From an optimization exercise on the open Yosys and OpenROAD flow, aimed at small area; shortcuts taken in it are not production practice. Only simulation tests tie the RTL to the original design; equivalence was not proved. Power and IR drop assume default switching activity.

## flow/flow/run.sh

```bash
#!/bin/bash
set -euo pipefail
export BUFFER_PORTS_ARGS="-buffer_cell sky130_fd_sc_hd__buf_1"
export CTS_ARGS="-sink_clustering_enable -repair_clock_nets -sink_clustering_size 16 -sink_clustering_max_diameter 80 -buf_list sky130_fd_sc_hd__clkbuf_8 -dont_use_dummy_load"
bash standard.sh finish > flow_make.log 2>&1
```

## flow/standard.sh

```bash
#!/bin/bash
# synth_recipe.tcl (not shown) runs the flow's synth.tcl, then flattens the netlist and writes it again
# the make line also repeats each setting of config.mk as NAME=value (left out here)
make -C /OpenROAD-flow-scripts/flow DESIGN_CONFIG=/design/flow/config.mk WORK_HOME=/design/flow/orfs CLKGATE_MAP_FILE= SYNTH_SCRIPT=/design/flow/synth_recipe.tcl "${@:-finish}"
```

## flow/config.mk

```make
export PLATFORM = sky130hd
export DESIGN_NAME = data_mem_sweep
export DESIGN_NICKNAME = data_mem_sweep
export VERILOG_FILES = /design/flow/design.v
export SDC_FILE = /design/flow/constraint.sdc
export NUM_CORES = 4
export LEC_CHECK = 0
export CAP_MARGIN = 10
export CELL_PAD_IN_SITES_DETAIL_PLACEMENT = 1
export CELL_PAD_IN_SITES_GLOBAL_PLACEMENT = 1
export CORE_MARGIN = 2
export CORE_UTILIZATION = 45
export SLEW_MARGIN = 10
export SYNTH_HIERARCHICAL = 1
```

## flow/constraint.sdc

```tcl
create_clock -name core_clock -period 10.0 [get_ports {Clk}]
set_input_delay 2.0000 -clock core_clock [delete_from_list [all_inputs] [get_ports {Clk}]]
set_output_delay 2.0000 -clock core_clock [all_outputs]
set_load 0.01 [all_outputs]
```

## flow/design.v

```verilog
module data_mem_sweep #(
  parameter int DW    = 8,
  parameter int AW    = 8,
  parameter int DEPTH = 1 << AW,
  parameter int CW    = 16
) (
  input  logic          Clk,
  input  logic          Reset,
  input  logic          WriteEn,
  input  logic          ClearReq,
  input  logic [AW-1:0] DataAddress,
  input  logic [DW-1:0] DataIn,
  output logic [DW-1:0] DataOut,
  output logic          Busy,
  output logic          WrErr,
  output logic [CW-1:0] WrCount
);
  logic [7:0] ptr;
  logic wr_ok;
  assign wr_ok = !Busy && WriteEn && !ClearReq;
  logic arr_we;
  assign arr_we = !Reset && (Busy || wr_ok);
  logic [7:0] a;
  assign a = Busy ? ptr : DataAddress;
  logic [DW-1:0] dcol;
  assign dcol = (!Reset && wr_ok) ? DataIn : '0;
  logic [15:0] rhi, rlo, rlo_we;
  always_comb begin
    for (int i = 0; i < 16; i++) begin
      rhi[i]    = (a[7:4] == 4'(i));
      rlo[i]    = (a[3:0] == 4'(i));
      rlo_we[i] = rlo[i] && arr_we;
    end
  end
  logic [255:0]      sel;
  logic [DW*256-1:0] rd_q;
  for (genvar w = 0; w < 256; w++) begin : g_word
    logic hold;
    assign sel[w] = rhi[w/16] && rlo[w%16];
    assign hold   = !(rhi[w/16] && rlo_we[w%16]);
    data_mem_sweep_word #(.DW(DW)) u_word (
      .Clk(Clk), .sel(sel[w]), .hold(hold), .d(dcol), .q(rd_q[DW*w +: DW])
    );
  end
  logic [DW-1:0] grp [21];
  logic [DW-1:0] tail_n;
  for (genvar g = 0; g < 21; g++) begin : g_rd
    data_mem_sweep_rd12 #(.DW(DW)) u_rd (
      .q(rd_q[DW*12*g +: DW*12]), .sel(sel[12*g +: 12]), .y(grp[g])
    );
  end
  data_mem_sweep_rd3 #(.DW(DW)) u_rd_tail (
    .q(rd_q[DW*252 +: DW*3]), .sel(sel[252 +: 3]), .y_n(tail_n)
  );
  always_comb begin
    DataOut = ~tail_n | (rd_q[DW*255 +: DW] & {DW{sel[255]}});
    for (int g = 0; g < 21; g++) DataOut = DataOut | grp[g];
    DataOut = DataOut & {DW{!Busy}};
  end
  always_ff @(posedge Clk) begin
    if (Reset) begin
      ptr     <= '0;
      Busy    <= 1'b1;
      WrErr   <= 1'b0;
      WrCount <= '0;
    end else begin
      WrErr <= WriteEn && !wr_ok;
      if (Busy) begin
        ptr <= ptr + 8'd1;
        if (ptr == 8'hFF) Busy <= 1'b0;
      end else if (ClearReq) begin
        Busy <= 1'b1;
      end
      if (wr_ok && (WrCount != 16'hFFFF)) WrCount <= WrCount + 16'd1;
    end
  end
endmodule
module data_mem_sweep_word #(
  parameter int DW = 8
) (
  input  logic          Clk,
  input  logic          sel,
  input  logic          hold,
  input  logic [DW-1:0] d,
  output logic [DW-1:0] q
);
  always_ff @(posedge Clk) begin
    q <= ({DW{sel}} & d) | ({DW{hold}} & q);
  end
endmodule
module data_mem_sweep_rd3 #(
  parameter int DW = 8
) (
  input  logic [DW*3-1:0] q,
  input  logic [2:0]      sel,
  output logic [DW-1:0]   y_n
);
  always_comb begin
    y_n = '0;
    for (int i = 0; i < 3; i++) y_n = y_n | (q[DW*i +: DW] & {DW{sel[i]}});
    y_n = ~y_n;
  end
endmodule
module data_mem_sweep_rd12 #(
  parameter int DW = 8
) (
  input  logic [DW*12-1:0] q,
  input  logic [11:0]      sel,
  output logic [DW-1:0]    y
);
  logic [DW-1:0] t_n [4];
  for (genvar k = 0; k < 4; k++) begin : g_rd3
    data_mem_sweep_rd3 #(.DW(DW)) u_rd3 (
      .q(q[DW*3*k +: DW*3]), .sel(sel[3*k +: 3]), .y_n(t_n[k])
    );
  end
  assign y = ~(t_n[0] & t_n[1] & t_n[2] & t_n[3]);
endmodule
```

==> impl_metrics.env, run 1 <==
export IMPL_critPathArrivalTime_ns=7.05
export IMPL_wl_per_cell_um=32.7
export IMPL_cts_buffer_depth=3
export IMPL_fmax_mhz=111
export IMPL_cp_required_ns=8.00
export IMPL_internal_power_uw=9640
export IMPL_num_vias=59554
export IMPL_crit_type="input port to primary output"
export IMPL_rsz0062_at_grt="false"
export IMPL_viasPerCell=7.04
export IMPL_synth_cell_types=58
export IMPL_power_density_nw_per_um2=158
export IMPL_grt_usage_pct=30.7
export IMPL_finalWeightedCongestion=0.861
export IMPL_fin_crit_sh_pct=90.5
export IMPL_seqPwrFrac_pct=66.6
export IMPL_ios=46
export IMPL_p_sw_share_pct=22.5
export IMPL_p_leak_uw=0.0279
export IMPL_die_y_um=417
export IMPL_synthTopCellsByArea="dfxtp_1, a22o_1, a222oi_1, buf_6, buf_2"
export IMPL_antenna_found_initial=17
export IMPL_p_total_uw=12400
export IMPL_power_frac_comb_pct=1.0
export IMPL_yosysTopAreaCellShare_pct=54.1
export IMPL_grt_pass1_wl_mm=406
export IMPL_ys_async_sr_fraction_pct=0
export IMPL_cp_max_fo=16
export IMPL_coreArea_um2=169000
export IMPL_synthCells=6553
export IMPL_firstDrtPassIters=10
export IMPL_synthTopCellsByCount="dfxtp_1, a22o_1, a222oi_1"
export IMPL_grt_start_max_net_pins=160
export IMPL_clock_latency_ns=0.96
export IMPL_synth_nets=6575
export IMPL_ys_flop_type="dfxtp_1"
export IMPL_synthToLayoutAreaGrowth_pct=2.44
export IMPL_numCtsBuffers=148
export IMPL_grt_overflow_total=0
export IMPL_cts_tree="done"
export IMPL_synth_most_common_cell="dfxtp_1"
export IMPL_die_w_um=417
export IMPL_clk_pin_slew_ns=0.10
export IMPL_hold_viol_final=0
export IMPL_hp_class="flip-flop to flip-flop"
export IMPL_cts_resized=0
export IMPL_hpwl_mm=175
export IMPL_ys_warnings_count=12
export IMPL_cts_hold_buf=0
export IMPL_ir_drop_v=0.000156
export IMPL_slew_viol_final=0
export IMPL_wirelength_mm=277
export IMPL_skew_ns=0.0218
export IMPL_maxCapViolations=0
export IMPL_cts_htree_levels=4
export IMPL_drc_errors=0
export IMPL_ant_nets=0
export IMPL_synth_edf_count=0
export IMPL_yosysSeqAreaShare_pct=54.1
export IMPL_rows=151
export IMPL_outcome="no timing/DRC/antenna violations"
export IMPL_fin_nets=6250
export IMPL_tightestPinTransition_ns=1.25
export IMPL_netlist_area_um2=76700
export IMPL_cp_end_kind="primary output"
export IMPL_max_slew_margin_pct=16.7
export IMPL_tns_ns=0
export IMPL_switching_power_uw=2800
export IMPL_initial_core_util_pct=45.3
export IMPL_synth_top_area_cell="dfxtp_1"
export IMPL_syn_area_per_cell_um2=11.7
export IMPL_drt_iter0_markers=8036
export IMPL_io_buffer_count=45
export IMPL_start_kind="input port"
export IMPL_setup_viol=0
export IMPL_ys_ff_latch=2074
export IMPL_root_buffer="clkbuf_8"
export IMPL_grt_pass1_vias=57097
export IMPL_postCtsSetupBuffers=0
export IMPL_drive_gt1_share_pct=7.69
export IMPL_die_area_um2=174000
export IMPL_cts_sinks=2074
export IMPL_final_min_clock_period_ns=9.05
export IMPL_clkPwrFrac_pct=32.4
==> path summary, 6_finish.rpt <==
path	from	endpoint	slack, ns	cells past startpoint
min reg2reg	g_word[35].u_word.q[7]	g_word[35].u_word.q[7]	0.48	1
max	DataAddress[2]	DataOut[4]	0.95	13
max reg2reg	Busy	g_word[111].u_word.q[0]	5.84	7
min	g_word[35].u_word.q[7]	g_word[35].u_word.q[7]	0.48	1
==> registers in the layout (all words and copies together) (netlist names) <==
register,cells
g_word.u_word.q,2048
WrCount,16
ptr,8
Busy,1
WrErr,1
==> layer usage <==
metal  GRT usage [%]  wire (µm)
met3            3.95      17100
met1            44.8     127000
met5               0         55
met2            46.9     123000
met4            10.1       9280
==> final cells by class <==
type                       count  area (µm²)
inverter                       4        15.0
antenna                       11        27.5
timing repair buffer         295        2150
sequential                  2074       41500
clock buffer                 148        2040
fill                       17688       90700
multi-input combinational   3705       30000
tap                         2218        2780
==> logic make-up after synthesis <==
| group | share of synthesized area [%] |
|---|---|
| and+or+nand+nor | 5.64 |
| buffers and inverters | 7.08 |
| muxes | 0.0424 |
| DFF | 54.1 |
| AOI/OAI and AO/OA | 33.0 |
| xor gates and xnor gates | 0.0799 |
| adders and majority gates | 0.0326 |
==> stage by stage <==
stage	util, %	area, µm²	hold slack, ns	setup slack (ns)	std cells
final	46.4	78600	0.478	0.953	8455
after global routing	46.4	78600	0.492	0.910	8448
after CTS	46.4	78500	0.481	0.851	8442
after detailed placement	45.2	76500	0.452	0.868	8294
after global placement	45.2	76400	0.451	0.774	8293
after floorplan	-	76700	0.439	2.52	6553
==> power by group through the flow <==
stage	clock [µW]	sequential (µW)	combinational, µW
floorplan	0	8470	57.9
global placement	0	8480	123
detailed placement	0	8480	126
CTS	4150	8290	126
global route	4420	8290	130
finish	4020	8290	127
==> worst max-delay path, cell delays in order <==
cell,delay [ns]
buf_1,0.29
nor3_2,0.21
o22ai_4,0.48
buf_4,0.49
nor2_1,0.36
a222oi_1,0.68
nand4_1,0.27
nor4b_1,0.84
buf_4,0.25
nand4_1,0.27
nor4_1,0.54
o22ai_1,0.16
buf_1,0.16
==> placed cells by master (no fill, tap or decap), types with 3 or more instances in the layout <==
cell      count
o22ai_4      16
a21oi_1      11
nor4_1       34
a22o_1     2049
nor3b_2       6
o21ai_0       4
nand3_1       7
or3_1         3
nand2b_1     13
diode_2      11
nor4b_1       8
clkbuf_8    148
dfxtp_1    2073
nor2b_1       6
xor2_1        6
inv_1         4
o41ai_1       3
nand4_1     183
nor2_2       18
and3b_1       6
a222oi_1    680
nand2_1     284
and3_1        3
buf_4       242
buf_12        7
o31ai_1       6
or4_1        15
o22ai_1       9
nor2_4       16
buf_1        45
and2_4        8
nor2_1      269
==> run 2, diff against run 1 <==
--- a/flow/config.mk
+++ b/flow/config.mk
@@ -12,2 +12,3 @@
 export CORE_UTILIZATION = 45
+export PLACE_DENSITY = 0.85
 export SLEW_MARGIN = 10
==> run 2 against run 1 <==
Effect of this change: still clean on timing, DRC and antenna; clock skew grew 0.058 ns; cell count shrank 0.83%; first-iteration DRC count grew 34%; setup slack lost 0.53 ns; global-route usage shrank 1.6 points; via count grew 2.8%; core utilization shrank 0.34 points; non-clock buffer count shrank 70; total power shrank 0.55%; design area shrank 0.74%; clock-buffer cell count is the same; sequential cell count is the same; largest cell class unchanged.
==> impl_metrics.env, run 2 <==
export IMPL_final_cell_mix="dfxtp_1, a22o_1, a222oi_1, nand2_1, nor2_1"
export IMPL_crit_type="input port to primary output"
export IMPL_top_regs="g_word.u_word.q: 2048 flops, WrCount: 16 flops, ptr: 8 flops"
export IMPL_crit_slowest_cell="nor4_1"
export IMPL_root_buffer="clkbuf_8"
export IMPL_cp_end_kind="primary output"
export IMPL_numCtsBuffers=148
export IMPL_path_delay_family="simple AND/OR/NAND/NOR gates"
export IMPL_synth_cell_types=58
export IMPL_p_total_uw=12400
export IMPL_ir_drop_v=0.000153
export IMPL_largest_register_ffs=2048
export IMPL_die_w_um=417
export IMPL_synthCells=6553
export IMPL_rows=151
export IMPL_cts_buffer_depth=3
export IMPL_path_cells="buf_1 -> nor2_1 -> o2bb2ai_1 -> nand2_1 -> nor2_1 -> buf_4 -> a222oi_1 -> nand4_1 -> nor4_1 -> nand4_1 -> buf_4 -> nor4_1 -> o22ai_1 -> buf_1"
export IMPL_reg2reg_to="g_word[125].u_word.q[5]"
export IMPL_crit_cells=14
export IMPL_maxCapViolations=0
export IMPL_die_area_um2=174000
export IMPL_drc_errors=0
export IMPL_cts_sinks=2074
export IMPL_synth_edf_count=0
export IMPL_dp_slack_ns=0.736
export IMPL_ios=46
export IMPL_fin_nets=6180
export IMPL_wirelength_mm=264
export IMPL_r2r_cells=7
export IMPL_max_slew_margin_pct=4.56
export IMPL_worstHoldPathCells=1
export IMPL_num_vias=61238
export IMPL_synthToLayoutAreaGrowth_pct=1.68
export IMPL_dpl_cell_area_um2=75900
export IMPL_synthTopCellsByArea="dfxtp_1, a22o_1, a222oi_1, buf_6, buf_2"
export IMPL_hp_start="g_word[203].u_word.q[4]"
export IMPL_die_y_um=417
export IMPL_yosysSeqAreaShare_pct=54.1
export IMPL_n_fill_cell=17710
export IMPL_yosysTopAreaCellShare_pct=54.1
export IMPL_wl_per_cell_um=31.5
export IMPL_synthTopCellsByCount="dfxtp_1, a22o_1, a222oi_1"
export IMPL_hold_viol_final=0
export IMPL_rsz0062_at_grt="false"
export IMPL_postCtsSetupBuffers=0
export IMPL_netlist_area_um2=76700
export IMPL_skew_ns=0.0802
export IMPL_grt_pass1_wl_mm=396
export IMPL_grt_usage_pct=29.1
export IMPL_grt_pass1_vias=60279
export IMPL_r2r_start="Busy"
export IMPL_slew_viol_final=0
export IMPL_cp_max_fo=16
export IMPL_layout_commonest_cell="dfxtp_1"
export IMPL_viasPerCell=7.30
export IMPL_final_min_clock_period_ns=9.58
export IMPL_tightestPinTransition_ns=1.43
export IMPL_fmax_mhz=104
export IMPL_hpwl_mm=168
export IMPL_grt_start_max_net_pins=167
export IMPL_crit_buf_inv=4
export IMPL_clock_latency_ns=0.94
export IMPL_critPathArrivalTime_ns=7.58
export IMPL_cts_hold_buf=0
export IMPL_clk_pin_slew_ns=0.09
export IMPL_syn_area_per_cell_um2=11.7
export IMPL_ys_async_sr_fraction_pct=0
export IMPL_stdcell_area_um2=78000
export IMPL_cts_tree="done"
export IMPL_grt_overflow_total=0
export IMPL_synth_most_common_cell="dfxtp_1"
export IMPL_hp_class="flip-flop to flip-flop"
export IMPL_initial_core_util_pct=45.3
export IMPL_antenna_found_initial=11
export IMPL_io_buffer_count=45
export IMPL_ys_flop_type="dfxtp_1"
export IMPL_finalWeightedCongestion=0.915
export IMPL_cts_resized=0
export IMPL_setup_viol=0
export IMPL_synth_nets=6575
export IMPL_drt_iter0_markers=10799
export IMPL_firstDrtPassIters=14
export IMPL_outcome="no timing/DRC/antenna violations"
export IMPL_timing_final_ws_setup_ns=0.419
export IMPL_critPathMaxStageDelay_ns=0.99
export IMPL_synth_top_area_cell="dfxtp_1"
export IMPL_start_kind="input port"
export IMPL_top_register="g_word.u_word.q"
export IMPL_holdPathEnd="g_word[203].u_word.q[4]"
export IMPL_r2r_slack_ns=5.43
export IMPL_cp_required_ns=8.00
export IMPL_ys_ff_latch=2074
export IMPL_ant_nets=0
export IMPL_p_leak_uw=0.0275
export IMPL_tns_ns=0
export IMPL_fin_crit_sh_pct=95.8
export IMPL_coreArea_um2=169000
export IMPL_cts_htree_levels=4
export IMPL_drive_gt1_share_pct=6.68
export IMPL_power_density_nw_per_um2=159
export IMPL_ys_warnings_count=12
run 2: cell counts after synthesis:
No cell type changed its count.
run 2: metal layers:
| metal | wire, µm | global-route usage (%) | vias to the layer above | part of all wire, % |
|---|---|---|---|---|
| li1 | - | - | 25749 | - |
| met5 | 72 | 0 | - | 0.027 |
| met4 | 17500 | 18.1 | 8 | 6.6 |
| met1 | 104000 | 37.9 | 31206 | 39 |
| met2 | 117000 | 44.1 | 3470 | 44 |
| met3 | 25900 | 6.28 | 805 | 9.8 |
run 2: where the power goes:
part | switching (µW) | internal [µW]
clock network | 2620 | 1330
registers | 15.1 | 8270
logic | 97.6 | 31.6
total | 2730 | 9640
run 2: layout make-up:
class,instances,area [µm²],area share [%]
flip-flops and latches,2074,41500,53.2
multi-input cells,3705,30000,38.5
well taps,2218,2780,3.56
clock buffers,148,2040,2.61
repair buffers,225,1570,2.01
diodes,11,27.5,0.0353
inverters,4,15.0,0.0193
run 2: how the worst max path moves through the flow:
stage                     slack, ns                    end            from
after global placement         0.67             DataOut[7]  DataAddress[6]
after CTS                      0.72             DataOut[7]  DataAddress[6]
final                          0.42             DataOut[7]  DataAddress[6]
after detailed placement       0.74             DataOut[7]  DataAddress[6]
after global routing           0.46             DataOut[7]  DataAddress[6]
after floorplan                2.52  g_word[0].u_word.q[0]        ClearReq
run 2: kinds of logic after synthesis:
kind of cell               count (synthesis)  synth area share, %
buffers and inverters                    774                 7.08
muxes                                      3               0.0424
xor gates and xnor gates                   7               0.0799
AOI/OAI and AO/OA                       2795                 33.0
and+or+nand+nor                          898                 5.64
DFF                                     2074                 54.1
adders and majority gates                  2               0.0326
run 2: per-stage QoR:
stage	utilization (%)	hold WS, ns	std cells
floorplan	-	0.439	6553
global placement	44.8	0.451	8220
detailed placement	44.8	0.452	8222
CTS	46.0	0.481	8370
global route	46.1	0.493	8378
finish	46.1	0.478	8385
==> run 3, diff against run 2 <==
--- a/flow/config.mk
+++ b/flow/config.mk
@@ -12,3 +12,3 @@
 export CORE_UTILIZATION = 45
-export PLACE_DENSITY = 0.85
+export PLACE_DENSITY = 0.8
 export SLEW_MARGIN = 10
==> run 3 against run 2 <==
Effect of this change: via count down 1.3%; non-clock buffer count rose by 14; hold slack worse by 0.0055 ns; register-to-register slack improved by 0.26 ns; clock skew grew 0.039 ns; combinational power barely moved; area after synthesis unchanged; sequential share of layout area is 0.12 points lower; clock power hardly changed; sequential power hardly changed; total power hardly changed; largest cell class unchanged.
==> impl_metrics.env, run 3 <==
export IMPL_die_y_um=417
export IMPL_cts_hold_buf=0
export IMPL_initial_core_util_pct=45.3
export IMPL_fmax_mhz=107
export IMPL_drc_errors=0
export IMPL_drive_gt1_share_pct=6.87
export IMPL_critPathArrivalTime_ns=7.31
export IMPL_ios=46
export IMPL_synthTopCellsByArea="dfxtp_1, a22o_1, a222oi_1, buf_6, buf_2"
export IMPL_firstDrtPassIters=13
export IMPL_hpwl_mm=165
export IMPL_viasPerCell=7.20
export IMPL_grt_usage_pct=28.9
export IMPL_rows=151
export IMPL_start_kind="input port"
export IMPL_synth_most_common_cell="dfxtp_1"
export IMPL_clk_pin_slew_ns=0.05
export IMPL_die_w_um=417
export IMPL_synth_edf_count=0
export IMPL_final_min_clock_period_ns=9.31
export IMPL_largest_register_ffs=2048
export IMPL_top_regs="g_word.u_word.q: 2048 flops, WrCount: 16 flops, ptr: 8 flops"
export IMPL_max_slew_margin_pct=6.70
export IMPL_wirelength_mm=261
export IMPL_postCtsSetupBuffers=0
export IMPL_cts_resized=0
export IMPL_die_area_um2=174000
export IMPL_ys_async_sr_fraction_pct=0
export IMPL_grt_start_max_net_pins=178
export IMPL_antenna_found_initial=13
export IMPL_fin_hold_ws_ns=0.472
export IMPL_tns_ns=0
export IMPL_numCtsBuffers=149
export IMPL_ys_ff_latch=2074
export IMPL_synthToLayoutAreaGrowth_pct=1.91
export IMPL_final_cell_mix="dfxtp_1, a22o_1, a222oi_1, nand2_1, nor2_1"
export IMPL_root_buffer="clkbuf_8"
export IMPL_cts_sinks=2074
export IMPL_cp_required_ns=8.00
export IMPL_ant_nets=0
export IMPL_cp_max_fo=16
export IMPL_syn_area_per_cell_um2=11.7
export IMPL_synth_cell_types=58
export IMPL_grt_pass1_wl_mm=391
export IMPL_fin_nets=6195
export IMPL_tightestPinTransition_ns=1.40
export IMPL_cts_tree="done"
export IMPL_finalWeightedCongestion=0.908
export IMPL_outcome="no timing/DRC/antenna violations"
export IMPL_num_vias=60462
export IMPL_wl_per_cell_um=31.1
export IMPL_p_total_uw=12400
export IMPL_ys_warnings_count=12
export IMPL_grt_pass1_vias=59246
export IMPL_crit_type="input port to primary output"
export IMPL_layout_commonest_cell="dfxtp_1"
export IMPL_maxCapViolations=0
export IMPL_slew_viol_final=0
export IMPL_drt_iter0_markers=10205
export IMPL_netlist_area_um2=76700
export IMPL_yosysSeqAreaShare_pct=54.1
export IMPL_grt_overflow_total=0
export IMPL_coreArea_um2=169000
export IMPL_cts_buffer_depth=3
export IMPL_n_fill_cell=17706
export IMPL_ir_drop_v=0.000135
export IMPL_hold_viol_final=0
export IMPL_cp_end_kind="primary output"
export IMPL_cts_htree_levels=4
export IMPL_rsz0062_at_grt="false"
export IMPL_synthCells=6553
export IMPL_fin_util_pct=46.2
export IMPL_power_density_nw_per_um2=158
export IMPL_io_buffer_count=45
export IMPL_setup_viol=0
export IMPL_fin_crit_sh_pct=93.1
export IMPL_clock_latency_ns=0.95
export IMPL_p_leak_uw=0.0276
export IMPL_synth_top_area_cell="dfxtp_1"
export IMPL_synth_nets=6575
export IMPL_skew_ns=0.119
export IMPL_top_register="g_word.u_word.q"
export IMPL_hp_class="flip-flop to flip-flop"
export IMPL_yosysTopAreaCellShare_pct=54.1
export IMPL_synthTopCellsByCount="dfxtp_1, a22o_1, a222oi_1"
export IMPL_ys_flop_type="dfxtp_1"
[run 3: cell count changes in the layout (fill, tap and decap cells not counted)]
| cell | delta |
|---|---|
| buf_4 | +8 |
| buf_12 | +6 |
| diode_2 | -5 |
| nor2_1 | +2 |
| nor2_2 | -2 |
| clkbuf_8 | +1 |
[run 3: final cells by class]
type	instances	area [µm²]	share of cell area, %
multi-input cells	3705	30000	38.4
repair buffers	239	1750	2.23
flip-flops and latches	2074	41500	53.1
inverters	4	15.0	0.0192
well taps	2218	2780	3.55
clock buffers	149	2050	2.62
diodes	6	15.0	0.0192
[run 3: through the flow]
stage | area (µm²) | instances | worst slack (ns)
final | 78200 | 8395 | 0.690
after global routing | 78200 | 8394 | 0.780
after CTS | 78100 | 8388 | 0.922
after detailed placement | 76100 | 8239 | 0.928
after global placement | 76000 | 8238 | 0.937
after floorplan | 76700 | 6553 | 2.52
[run 3: final timing paths]
check | slack (ns) | from | depth (start not counted) | end
setup reg to reg | 5.69 | Busy | 7 | g_word[93].u_word.q[4]
hold / removal | 0.47 | g_word[149].u_word.q[4] | 1 | g_word[149].u_word.q[4]
setup / recovery | 0.69 | DataAddress[1] | 11 | DataOut[5]
hold reg to reg | 0.47 | g_word[149].u_word.q[4] | 1 | g_word[149].u_word.q[4]
[run 3: where the power goes]
part / internal (µW) / switching [µW]
registers: 8270 / 14.7
clock network: 1340 / 2610
logic: 33.0 / 98.1
total: 9650 / 2730
[run 3: logic make-up (layout without fill, tap and decap cells)]
family,Yosys count,count (layout),synth area share (%)
compound gates,2795,2795,33.0
flops,2074,2074,54.1
simple gates,898,898,5.64
buf+inv,774,392,7.08
xor+xnor,7,7,0.0799
mux,3,3,0.0424
fa+ha+maj,2,2,0.0326
other cells,0,6,0
[run 3: critical path: stages]
cell and delay (ns):
buf_1 0.15, and3b_1 0.35, o22ai_4 0.95, nor2_1 0.56, a222oi_1 0.61, nand4_1 0.26, nor4_1 1.03, nand4_1 0.50
nor4_1 0.57, o22ai_1 0.16, buf_1 0.16
[run 3: per-layer routing]
layer  global-route usage [%]  vias up  part of all wire [%]
li1                         -    25789                     -
met1                     38.8    31024                    41
met2                     44.3     3043                    44
met3                     5.62      596                   9.0
met4                     14.6       10                   5.5
met5                        0        -                 0.024
==> run 4, diff against run 3 <==
--- a/flow/config.mk
+++ b/flow/config.mk
@@ -12,3 +12,3 @@
 export CORE_UTILIZATION = 45
-export PLACE_DENSITY = 0.8
+export PLACE_DENSITY = 0.9
 export SLEW_MARGIN = 10
==> run 4 against run 3 <==
Effect of this change: largest cell class unchanged; non-clock buffer count decreased by 38; cell count decreased by 0.41%; largest power group unchanged; combinational power about the same; setup slack got worse by 0.49 ns; global-route usage increased by 0.12 points; area after synthesis unchanged; critical endpoint is now DataOut[1]; hold slack got worse by 0.0013 ns; clock skew decreased by 0.0028 ns.
==> impl_metrics.env, run 4 <==
export IMPL_outcome="no timing/DRC/antenna violations"
export IMPL_syn_area_per_cell_um2=11.7
export IMPL_hold_viol_final=0
export IMPL_drt_iter0_markers=11537
export IMPL_stdcell_area_um2=77900
export IMPL_n_fill_cell=17643
export IMPL_crit_type="input port to primary output"
export IMPL_synthTopCellsByArea="dfxtp_1, a22o_1, a222oi_1, buf_6, buf_2"
export IMPL_antenna_found_initial=18
export IMPL_cts_sinks=2074
export IMPL_synthMuxAreaShare_pct=0.0424
export IMPL_ys_warnings_count=12
export IMPL_fin_util_pct=46.0
export IMPL_r2r_start="Busy"
export IMPL_yosys_area_share_simple_pct=5.64
export IMPL_dpl_cell_area_um2=75700
export IMPL_rows=151
export IMPL_cp_end_kind="primary output"
export IMPL_timing_final_ws_setup_ns=0.201
export IMPL_synthToLayoutAreaGrowth_pct=1.50
export IMPL_die_area_um2=174000
export IMPL_viasPerCell=7.38
export IMPL_synthTopCellsByCount="dfxtp_1, a22o_1, a222oi_1"
export IMPL_num_vias=61739
export IMPL_synth_cell_types=58
export IMPL_cp_endpoint="DataOut[1]"
export IMPL_firstDrtPassIters=13
export IMPL_hpwl_mm=166
export IMPL_tightestPinTransition_ns=1.34
export IMPL_cts_htree_levels=4
export IMPL_clk_pin_slew_ns=0.03
export IMPL_synthCells=6553
export IMPL_synth_top_family_by_area="compound AO/OA/AOI/OAI gates"
export IMPL_ant_nets=0
export IMPL_tns_ns=0
export IMPL_cts_tree="done"
export IMPL_skew_ns=0.117
export IMPL_root_buffer="clkbuf_8"
export IMPL_grt_pass1_wl_mm=395
export IMPL_final_min_clock_period_ns=9.80
export IMPL_synth_xor_area_share_pct=0.0799
export IMPL_fin_nets=6157
export IMPL_postCtsSetupBuffers=0
export IMPL_numCtsBuffers=149
export IMPL_reg2reg_to="g_word[148].u_word.q[0]"
export IMPL_ys_async_sr_fraction_pct=0
export IMPL_fin_crit_sh_pct=98.0
export IMPL_grt_pass1_vias=60628
export IMPL_layout_commonest_cell="dfxtp_1"
export IMPL_r2r_cells=9
export IMPL_wirelength_mm=264
export IMPL_start_kind="input port"
export IMPL_grt_start_max_net_pins=175
export IMPL_synthAdderAreaFrac_pct=0.0326
export IMPL_final_cell_mix="dfxtp_1, a22o_1, a222oi_1, nand2_1, nor2_1"
export IMPL_io_buffer_count=45
export IMPL_rsz0062_at_grt="false"
export IMPL_netlist_area_um2=76700
export IMPL_cp_max_fo=16
export IMPL_ir_drop_v=0.000161
export IMPL_synth_top_area_cell="dfxtp_1"
export IMPL_grt_usage_pct=29.0
export IMPL_cts_resized=0
export IMPL_synth_compound_area_share_pct=33.0
export IMPL_synth_most_common_cell="dfxtp_1"
export IMPL_maxCapViolations=0
export IMPL_top_regs="g_word.u_word.q: 2048 flops, WrCount: 16 flops, ptr: 8 flops"
export IMPL_die_w_um=417
export IMPL_dp_slack_ns=0.649
export IMPL_yosysSeqAreaShare_pct=54.1
export IMPL_synth_edf_count=0
export IMPL_multi_input_area_um2=30100
export IMPL_largest_register_ffs=2048
export IMPL_slew_viol_final=0
export IMPL_setup_viol=0
export IMPL_wl_per_cell_um=31.5
export IMPL_ys_flop_type="dfxtp_1"
export IMPL_fmax_mhz=102
export IMPL_coreArea_um2=169000
export IMPL_ios=46
export IMPL_cp_required_ns=8.00
export IMPL_power_density_nw_per_um2=159
export IMPL_top_register="g_word.u_word.q"
export IMPL_drive_gt1_share_pct=6.31
export IMPL_cts_buffer_depth=3
export IMPL_synth_nets=6575
export IMPL_r2r_slack_ns=5.57
export IMPL_regArea_um2=41500
export IMPL_finalWeightedCongestion=0.926
export IMPL_ys_ff_latch=2074
export IMPL_max_slew_margin_pct=10.7
export IMPL_startpoint="DataAddress[2]"
export IMPL_hp_class="flip-flop to flip-flop"
export IMPL_yosysTopAreaCellShare_pct=54.1
export IMPL_die_y_um=417
export IMPL_drc_errors=0
export IMPL_clock_latency_ns=0.96
export IMPL_cts_hold_buf=0
export IMPL_critPathArrivalTime_ns=7.80
export IMPL_grt_overflow_total=0
export IMPL_initial_core_util_pct=45.3
export IMPL_p_leak_uw=0.0274
## run 4: cell counts after synthesis
Identical to the previous run, type by type.
## run 4: cell type report
class | count | area share (%)
clock buffers | 149 | 2.63
diodes | 10 | 0.0321
flip-flops and latches | 2074 | 53.3
well taps | 2218 | 3.56
repair buffers | 201 | 1.82
inverters | 4 | 0.0193
multi-input cells | 3705 | 38.6
## run 4: worst max-delay path: stages
cell,delay (ns)
buf_1,0.26
nor3b_2,0.19
o22ai_4,1.01
nor2_1,0.57
a222oi_1,0.76
nand4_1,0.25
nor4b_1,0.99
nand4_1,0.64
buf_4,0.35
nor4_1,0.46
o22ai_1,0.14
buf_1,0.16
## run 4: worst min-delay path by stage
| stage | cells past startpoint | to | start | slack [ns] |
|---|---|---|---|---|
| 2_1_floorplan | 1 | g_word[100].u_word.q[5] | g_word[100].u_word.q[5] | 0.44 |
| 3_3_place_gp | 1 | g_word[31].u_word.q[2] | g_word[31].u_word.q[2] | 0.45 |
| 3_5_place_dp | 1 | g_word[136].u_word.q[2] | g_word[136].u_word.q[2] | 0.45 |
| 4_1_cts | 1 | g_word[180].u_word.q[7] | g_word[180].u_word.q[7] | 0.47 |
| 5_1_grt | 1 | g_word[180].u_word.q[7] | g_word[180].u_word.q[7] | 0.49 |
| 6_report | 1 | g_word[180].u_word.q[7] | g_word[180].u_word.q[7] | 0.47 |
## run 4: report_power, final
group          total [µW]  internal, µW  switching (µW)  leakage (µW)
combinational         133          30.9             102       0.00962
sequential           8290          8270            15.3        0.0167
clock                3950          1340            2610       0.00107
total               12400          9640            2720        0.0274
## run 4: kinds of logic (layout without fill, tap and decap cells)
logic type | count (synthesis) | after routing
flops | 2074 | 2074
xor+xnor | 7 | 7
compound gates | 2795 | 2795
buf+inv | 774 | 354
fa+ha+maj | 2 | 2
other cells | 0 | 10
mux | 3 | 3
simple gates | 898 | 898
## run 4: metal layers
layer	global-route usage (%)	wire (µm)
met4	19.0	17800
met2	44.1	117000
met3	6.53	27200
met1	37.1	102000
met5	0	149
## run 4: stage by stage
step | std cells | hold slack, ns | power [µW]
after CTS | 8346 | 0.472 | 12400
after detailed placement | 8197 | 0.452 | 8600
after global placement | 8197 | 0.451 | 8600
final | 8361 | 0.471 | 12400
after global routing | 8355 | 0.485 | 12700
after floorplan | 6553 | 0.439 | 8530
==> run 5, diff against run 4 <==
--- a/flow/design.v
+++ b/flow/design.v
@@ -22,4 +22,2 @@
   assign arr_we = !Reset && (Busy || wr_ok);
-  logic [7:0] a;
-  assign a = Busy ? ptr : DataAddress;
   logic [DW-1:0] dcol;
@@ -29,4 +27,4 @@
     for (int i = 0; i < 16; i++) begin
-      rhi[i]    = (a[7:4] == 4'(i));
-      rlo[i]    = (a[3:0] == 4'(i));
+      rhi[i]    = (DataAddress[7:4] == 4'(i)) || Busy;
+      rlo[i]    = (DataAddress[3:0] == 4'(i)) || Busy;
       rlo_we[i] = rlo[i] && arr_we;
--- a/flow/config.mk
+++ b/flow/config.mk
@@ -7,3 +7,3 @@
 export LEC_CHECK = 0
-export CAP_MARGIN = 10
+export CAP_MARGIN = 20
 export CELL_PAD_IN_SITES_DETAIL_PLACEMENT = 1
@@ -12,4 +12,3 @@
 export CORE_UTILIZATION = 45
-export PLACE_DENSITY = 0.9
-export SLEW_MARGIN = 10
+export SLEW_MARGIN = 20
 export SYNTH_HIERARCHICAL = 1
==> run 5 against run 4 <==
Effect of this change: still clean on timing, DRC and antenna; via count fell by 4.1%; area after synthesis fell by 0.39%; fmax grew 3.4%; clock-buffer cell count unchanged; core utilization up 0.53 points; cell count grew 1.0%; sequential power about the same; register-to-register slack better by 0.40 ns; first-iteration DRC count fell by 25%; hold slack gained 0.0050 ns; design area up 1.0%.
==> impl_metrics.env, run 5 <==
export IMPL_crit_type="input port to primary output"
export IMPL_hp_class="flip-flop to flip-flop"
export IMPL_cts_resized=0
export IMPL_drt_iter0_markers=8692
export IMPL_ant_nets=0
export IMPL_crit_top_cell="buf_4"
export IMPL_yosysSeqAreaShare_pct=54.3
export IMPL_fin_nets=6248
export IMPL_tightestPinTransition_ns=1.23
export IMPL_antenna_found_initial=12
export IMPL_drc_errors=0
export IMPL_slew_viol_final=0
export IMPL_dp_slack_ns=0.418
export IMPL_maxCapViolations=0
export IMPL_fin_crit_sh_pct=94.7
export IMPL_hold_viol_final=0
export IMPL_cp_end_kind="primary output"
export IMPL_skew_ns=0.0502
export IMPL_die_y_um=416
export IMPL_cts_buffer_depth=3
export IMPL_crit_slowest_cell="a21oi_4"
export IMPL_cts_sinks=2074
export IMPL_die_area_um2=173000
export IMPL_finalWeightedCongestion=0.820
export IMPL_top_register="g_word.u_word.q"
export IMPL_largest_register_ffs=2048
export IMPL_synth_compound_area_share_pct=33.2
export IMPL_synth_nets=6548
export IMPL_cts_tree="done"
export IMPL_critPathArrivalTime_ns=7.47
export IMPL_top_regs="g_word.u_word.q: 2048 flops, WrCount: 16 flops, ptr: 8 flops"
export IMPL_numCtsBuffers=149
export IMPL_setup_viol=0
export IMPL_n_fill_cell=17678
export IMPL_fin_hold_ws_ns=0.476
export IMPL_tns_ns=0
export IMPL_layout_commonest_cell="dfxtp_1"
export IMPL_synth_xor_area_share_pct=0.0573
export IMPL_cp_max_fo=10
export IMPL_ys_flop_type="dfxtp_1"
export IMPL_timing_final_ws_setup_ns=0.527
export IMPL_grt_pass1_vias=56526
export IMPL_synth_most_common_cell="dfxtp_1"
export IMPL_ys_ff_latch=2074
export IMPL_num_vias=59211
export IMPL_synthTopCellsByArea="dfxtp_1, a22o_1, a222oi_1, buf_6, buf_2"
export IMPL_ir_drop_v=0.000154
export IMPL_wirelength_mm=275
export IMPL_critPathMaxStageDelay_ns=0.88
export IMPL_grt_pass1_wl_mm=404
export IMPL_netlist_area_um2=76400
export IMPL_io_buffer_count=45
export IMPL_start_kind="input port"
export IMPL_synthMuxAreaShare_pct=0.0278
export IMPL_synthTopCellsByCount="dfxtp_1, a22o_1, a222oi_1"
export IMPL_synth_cell_types=48
export IMPL_initial_core_util_pct=45.2
export IMPL_root_buffer="clkbuf_8"
export IMPL_synth_edf_count=0
export IMPL_die_w_um=416
export IMPL_grt_usage_pct=30.6
export IMPL_cts_hold_buf=0
export IMPL_path_cells="buf_1 -> nor2b_1 -> a21oi_4 -> buf_4 -> nor2_1 -> a222oi_1 -> nand4_1 -> nor4_1 -> buf_4 -> nand4_1 -> nor4_1 -> buf_4 -> a21oi_1 -> buf_1"
export IMPL_outcome="no timing/DRC/antenna violations"
export IMPL_rsz0062_at_grt="false"
export IMPL_grt_start_max_net_pins=166
export IMPL_drive_gt1_share_pct=8.50
export IMPL_yosys_area_share_simple_pct=5.21
export IMPL_clock_latency_ns=0.97
export IMPL_max_slew_margin_pct=18.1
export IMPL_p_leak_uw=0.0303
export IMPL_coreArea_um2=169000
export IMPL_synth_top_area_cell="dfxtp_1"
export IMPL_rows=151
export IMPL_syn_area_per_cell_um2=11.7
export IMPL_clk_pin_slew_ns=0.08
export IMPL_grt_overflow_total=0
export IMPL_cts_htree_levels=4
export IMPL_wl_per_cell_um=32.6
export IMPL_synthCells=6526
export IMPL_postCtsSetupBuffers=0
export IMPL_synthAdderAreaFrac_pct=0.0328
export IMPL_cp_required_ns=8.00
export IMPL_ios=46
export IMPL_viasPerCell=7.01
export IMPL_final_min_clock_period_ns=9.47
export IMPL_ys_async_sr_fraction_pct=0
export IMPL_ys_warnings_count=12
export IMPL_final_cell_mix="dfxtp_1, a22o_1, a222oi_1, nand2_1, buf_4"
export IMPL_fmax_mhz=106
export IMPL_yosysTopAreaCellShare_pct=54.3
export IMPL_firstDrtPassIters=9
export IMPL_power_density_nw_per_um2=160
export IMPL_synth_top_family_by_area="compound AO/OA/AOI/OAI gates"
export IMPL_hpwl_mm=172
export IMPL_synthToLayoutAreaGrowth_pct=2.96
run 5: changes by cell type after synthesis, sizes merged, moves of 6 or more:
cell	change
a21oi	+29
o22ai	-25
nor2	-16
nand2	-15
a31oi	+14
nand2b	-13
a21o	+9
buf	+8
or3	+7
a31o	+6
and3b	-6
nor3b	-6
run 5: layer usage:
metal	GRT usage [%]	share of wire (%)	up-vias
met3	4.35	6.7	323
li1	-	-	25827
met2	45.8	44	2141
met5	0	0.019	-
met1	45.7	47	30912
met4	8.66	2.9	8
run 5: worst paths after layout:
path                          start                endpoint  slack [ns]  cells after the start
min          g_word[41].u_word.q[3]  g_word[41].u_word.q[3]        0.48                      1
max reg2reg                    Busy  g_word[67].u_word.q[0]        5.97                      6
min reg2reg  g_word[41].u_word.q[3]  g_word[41].u_word.q[3]        0.48                      1
max                  DataAddress[0]              DataOut[2]        0.53                     14
run 5: metrics by stage:
| stage | utilization (%) | area, µm² | total power [µW] | instances |
|---|---|---|---|---|
| 2_1_floorplan | - | 76400 | 8620 | 6526 |
| 3_3_place_gp | 45.2 | 76400 | 8710 | 8284 |
| 3_5_place_dp | 45.2 | 76500 | 8710 | 8287 |
| 4_1_cts | 46.4 | 78500 | 12700 | 8436 |
| 5_1_grt | 46.5 | 78700 | 13000 | 8446 |
| 6_report | 46.5 | 78700 | 12600 | 8447 |
run 5: cell families after synthesis:
| family | after synthesis |
|---|---|
| xor+xnor | 5 |
| mux | 2 |
| flops | 2074 |
| simple gates | 845 |
| fa+ha+maj | 2 |
| buf+inv | 779 |
| compound gates | 2819 |
run 5: area by class of cell:
cell class / instances / area, µm² / share of cell area (%)
flip-flops and latches: 2074 / 41500 / 52.8
multi-input cells: 3673 / 29900 / 38.0
well taps: 2218 / 2780 / 3.53
repair buffers: 323 / 2370 / 3.01
clock buffers: 149 / 2050 / 2.61
inverters: 5 / 18.8 / 0.0239
diodes: 5 / 12.5 / 0.0159
run 5: worst max-delay path: cells and delay by family:
kind	cells	cell delay, ns
AO/OA/AOI/OAI	3	1.67
AND/OR/NAND/NOR	6	2.15
buffers and inverters	5	1.60
run 5: report_power, final:
part	internal [µW]	switching [µW]	total (µW)
Clock	1340	2690	4030
Combinational	23.0	247	270
Sequential	8250	1.01	8260

[re-timing with driven ports]
The flow's constraints put no driver on any port. The routed layouts listed below were extracted and timed again, unchanged, in two steps. Step 1 (the two cells are an assumption about what drives the block):
set clk [get_ports {Clk}]
set_driving_cell -lib_cell sky130_fd_sc_hd__clkbuf_16 $clk
set_driving_cell -lib_cell sky130_fd_sc_hd__buf_2 [delete_from_list [all_inputs] $clk]
Step 2, shift: input delay + t, output delay - t, t = (earliest + latest rising clock arrival at the registers) / 2. This alone moves slack from input paths to output paths. a / b / c = no drivers / after step 1 / after step 2; a / b = the first two.
run	shift t [ns]	setup WS [ns]	latest minus earliest clock arrival (ns)	worst slew at a driven data input, ns	pins driven straight from the clock port
run 1	1.044	0.953 / 0.928 / 0.928	0.041 / 0.041	0.12	1
run 2	0.999	0.419 / 0.391 / 0.391	0.111 / 0.110	0.14	1
run 3	0.978	0.690 / 0.665 / 0.665	0.132 / 0.133	0.14	1
run 4	0.989	0.201 / 0.178 / 0.178	0.133 / 0.132	0.15	1
run 5	1.008	0.527 / 0.497 / 0.497	0.071 / 0.071	0.14	1
After both steps setup and hold are still met in every run listed. For run 5, which loses most, drivers alone change the setup slack by -0.030 ns; drivers and shift together by -0.030 ns.
